This is an optimization exercise on Yosys and OpenROAD, whose aim is small area and a short achievable clock period, not a production implementation.
The RTL was checked by simulation tests, not by an equivalence proof against the original design.
Power figures rest on the tool's default switching activity, not on a simulated workload.

== exp/zinc ==
// priority_scan_encoder
module priority_scan_encoder #(
    parameter int WIDTH     = 256,
    parameter int IDXW      = $clog2(WIDTH),
    parameter bit MSB_FIRST = 1'b1
) (
    input  logic              clk,
    input  logic              rst_n,
    input  logic              in_valid,
    output logic              in_ready,
    input  logic [WIDTH-1:0]  in_vec,
    input  logic              abort,
    output logic              out_valid,
    input  logic              out_ready,
    output logic [IDXW-1:0]   out_index,
    output logic              out_last,
    output logic [IDXW:0]     out_remaining,
    output logic              zero_pulse
);
Size in the first run: roughly 290 flip-flops, about 23000 um2 of cells after synthesis.
clock: 10.0 ns
lec_check: 0
cap_margin: 20
core_margin: 2
core_utilization: 55
cts_buf_list: sky130_fd_sc_hd__clkbuf_4 sky130_fd_sc_hd__clkbuf_8
setup_slack_margin: 4.7
slew_margin: 20
tns_end_percent: 100
standard.sh (not shown) runs the stock make flow with config.mk's settings and CLKGATE_MAP_FILE= SYNTH_SCRIPT=/design/flow/synth_recipe.tcl, a recipe that flattens the netlist after the stock synthesis.
==> flow/flow/run.sh <==
#!/bin/bash
# The standard layout (standard.sh) with two changes:
#  * synthesis: yosys's synth runs with -noabc, so the early quick abc pass
#    does not restructure the popcount tree before full adders are extracted
#    (fewer inverters around the adder cells); everything else in the
#    synthesis script is unchanged, the final abc mapping included.
#  * port buffers are buf_2 cells (BUFFER_PORTS_ARGS) instead of the delay
#    cells the resizer picks by default.
set -euo pipefail
export SYNTH_ARGS=-noabc
export BUFFER_PORTS_ARGS="-inputs -outputs -buffer_cell sky130_fd_sc_hd__buf_2"
bash standard.sh > standard_flow.log 2>&1
Having completed the whole flow, exp/zinc delivered a layout that passed the timing, design-rule and antenna checks.
Changes in exp/delta relative to exp/zinc:
# exp/zinc
export LEC_CHECK = 0
export CAP_MARGIN = 20
export CORE_MARGIN = 2
export CORE_UTILIZATION = 55
export CTS_BUF_LIST = sky130_fd_sc_hd__clkbuf_4 sky130_fd_sc_hd__clkbuf_8
export SETUP_SLACK_MARGIN = 4.7
export SLEW_MARGIN = 20
export TNS_END_PERCENT = 100
create_clock -name core_clock -period 10.0 [get_ports {clk}]
# exp/delta
export LEC_CHECK = 0
export CAP_MARGIN = 20
export CORE_MARGIN = 2
export CORE_UTILIZATION = 35
export SETUP_SLACK_MARGIN = 4.7
export SLEW_MARGIN = 20
export TNS_END_PERCENT = 100
create_clock -name core_clock -period 10.0 [get_ports {clk}]
Notes after the runs:
Combinational power: exp/delta higher than exp/zinc
Non-clock buffer count in exp/delta is 4 lower than in exp/zinc
Per the comparison of exp/delta with exp/zinc, area of the placeable core +about 60%, number of cells on the worst reg-to-reg path up 1, design area shows an increase of about 3.4%.
Compare exp/zinc and exp/delta | combinational share of power lower: exp/zinc
--- input diff exp/delta..exp/quartz ---
# exp/delta
export LEC_CHECK = 0
export CAP_MARGIN = 20
export CORE_MARGIN = 2
export CORE_UTILIZATION = 35
export SETUP_SLACK_MARGIN = 4.7
export SLEW_MARGIN = 20
export TNS_END_PERCENT = 100
create_clock -name core_clock -period 10.0 [get_ports {clk}]
# exp/quartz
export LEC_CHECK = 0
export CAP_MARGIN = 20
export CORE_MARGIN = 2
export CORE_UTILIZATION = 70
export SETUP_SLACK_MARGIN = 4.7
export SLEW_MARGIN = 20
export TNS_END_PERCENT = 100
create_clock -name core_clock -period 10.0 [get_ports {clk}]
--- outcome ---
Max freq exp/delta -> exp/quartz: degraded. Launching element of the worst setup path: cq[12] -> exp/delta, in_vec[87] -> exp/quartz. Taking exp/quartz as 1.0, exp/delta lands at 1.16 on number of placed cells counting well taps. Across both runs, amount of wire on met3 after detailed routing was higher for exp/quartz than for exp/delta.


priority_scan_encoder again, from the RTL that the note above started with.
## priority_scan_encoder
module priority_scan_encoder #(
    parameter int WIDTH     = 256,
    parameter int IDXW      = $clog2(WIDTH),
    parameter bit MSB_FIRST = 1'b1
) (
    input  logic              clk,
    input  logic              rst_n,
    input  logic              in_valid,
    output logic              in_ready,
    input  logic [WIDTH-1:0]  in_vec,
    input  logic              abort,
    output logic              out_valid,
    input  logic              out_ready,
    output logic [IDXW-1:0]   out_index,
    output logic              out_last,
    output logic [IDXW:0]     out_remaining,
    output logic              zero_pulse
);
    localparam int NCUT = 23;
    logic             alive;       
    logic             busy;        
    logic             zp;          
    logic [WIDTH-1:0] pend;        
    logic [NCUT-1:0]  cq;          
    logic ps_1;
    logic ps_2;
    logic ps_3;
    logic ps_4;
    logic ps_5;
    logic ps_6;
    logic ps_7;
    logic ps_8;
    logic ps_9;
    logic ps_10;
    logic ps_11;
    logic ps_12;
    logic ps_13;
    logic ps_14;
    logic ps_15;
    logic ps_16;
    logic ps_17;
    logic ps_18;
    logic ps_19;
    logic ps_20;
    logic ps_21;
    logic ps_22;
    logic ps_23;
    logic ps_24;
    logic ps_25;
    logic ps_26;
    logic ps_27;
    logic ps_28;
    logic ps_29;
    logic ps_30;
  ...
clock: 10.0 ns
lec_check: 0
cap_margin: 20
core_margin: 2
core_utilization: 55
setup_slack_margin: 4.2
slew_margin: 20
tns_end_percent: 100
Scripts as last shown in full above: flow/flow/run.sh
The first run finished with timing, DRC and antenna clean.
Edit:
Settings changed: CTS_BUF_LIST set to sky130_fd_sc_hd__clkbuf_4 sky130_fd_sc_hd__clkbuf_8, SETUP_SLACK_MARGIN 4.2 to 5.0.
Utilization is higher by 3.4 points.
Area after synthesis stays the same.
Design area is higher by 5.3%.
Global-route usage is higher by 1.4 points.
Edit:
Settings changed: CORE_UTILIZATION 55 to 45, SETUP_SLACK_MARGIN 5.0 to 4.7.
Effect: The changed run completed without violations. Count of clock-buffer cells in the layout came out lower by 5. Cell area drops by 1.4%. Routed wire length increases by 1.8%. Power came out lower by 4.0%.


epsilon:
priority_scan_encoder again, from the RTL that the note above started with.
==> flow/config.mk <==
export PLATFORM = sky130hd
export DESIGN_NAME = priority_scan_encoder
export DESIGN_NICKNAME = priority_scan_encoder
export VERILOG_FILES = /design/flow/design.v
export SDC_FILE = /design/flow/constraint.sdc
export NUM_CORES = 4
export LEC_CHECK = 0
export CAP_MARGIN = 20
export CORE_MARGIN = 2
export CORE_UTILIZATION = 35
export CTS_BUF_LIST = sky130_fd_sc_hd__clkbuf_4 sky130_fd_sc_hd__clkbuf_8
export SETUP_SLACK_MARGIN = 4.7
export SLEW_MARGIN = 20
export TNS_END_PERCENT = 100
==> flow/constraint.sdc <==
create_clock -name core_clock -period 10.0 [get_ports {clk}]
set_input_delay 2.0000 -clock core_clock [delete_from_list [all_inputs] [get_ports {clk}]]
set_output_delay 2.0000 -clock core_clock [all_outputs]
set_load 0.01 [all_outputs]
Scripts as last shown in full above: flow/flow/run.sh
Looking at the reports, epsilon completed the entire flow and the layout it produced met the timing, design-rule and antenna checks.
--- input diff epsilon..alpha ---
- a deleted CTS_BUF_LIST that had been sky130_fd_sc_hd__clkbuf_4 sky130_fd_sc_hd__clkbuf_8
- a change of CORE_UTILIZATION from 35 to 55
Notes after the runs:
Per the comparison of alpha with epsilon, die boundary height went down; worst slack at placement went up; count of buffers added by post-CTS timing repair for setup went up. alpha falls short of epsilon in violation count after the first detailed-routing iteration. | average vias per placed instance | alpha vs epsilon | 12% higher |. NOTE: routed wirelength normalized by instance count in alpha exceeds that of epsilon. Of alpha and epsilon, it is alpha that has the lower final cell count. Net switching power sits lower in alpha than in epsilon.

what the ideal ports hide:
No port has a modelled driver above. Below, the same layouts with a new extraction and two added sets of constraints.
Step 1 sets driving cells, clkbuf_16 on the clock port and buf_2 on the other inputs (assumed; they add their load-dependent delay and slew).
Step 2 also shifts input and output timing later by t, the mid clock arrival at the registers, as if the neighbouring blocks saw the same clock.
a / b / c = no drivers / after step 1 / after step 2; a / b = the first two.
run | shift t [ns] | setup WS [ns] | slew at the worst register clock pin (ns)
exp/zinc | 0.727 | 4.475 / 4.415 / 3.977 | 0.07 / 0.07
exp/delta | 0.625 | 4.446 / 4.386 / 3.846 | 0.06 / 0.06
exp/quartz | 0.603 | 4.387 / 4.345 / 3.805 | 0.06 / 0.06
the first run of note 2 | 0.624 | 4.216 / 4.251 / 3.627 | 0.06 / 0.06
the second run of note 2 | 0.716 | 4.452 / 4.395 / 3.872 | 0.07 / 0.07
the third run of note 2 | 0.718 | 4.475 / 4.413 / 3.928 | 0.07 / 0.07
epsilon | 0.726 | 4.378 / 4.321 / 3.824 | 0.07 / 0.07
alpha | 0.623 | 4.503 / 4.527 / 3.910 | 0.07 / 0.07
After both steps every run listed still meets setup and hold. The setup slack of exp/delta, which loses most, moves by -0.060 ns with the drivers and by -0.600 ns with both steps.
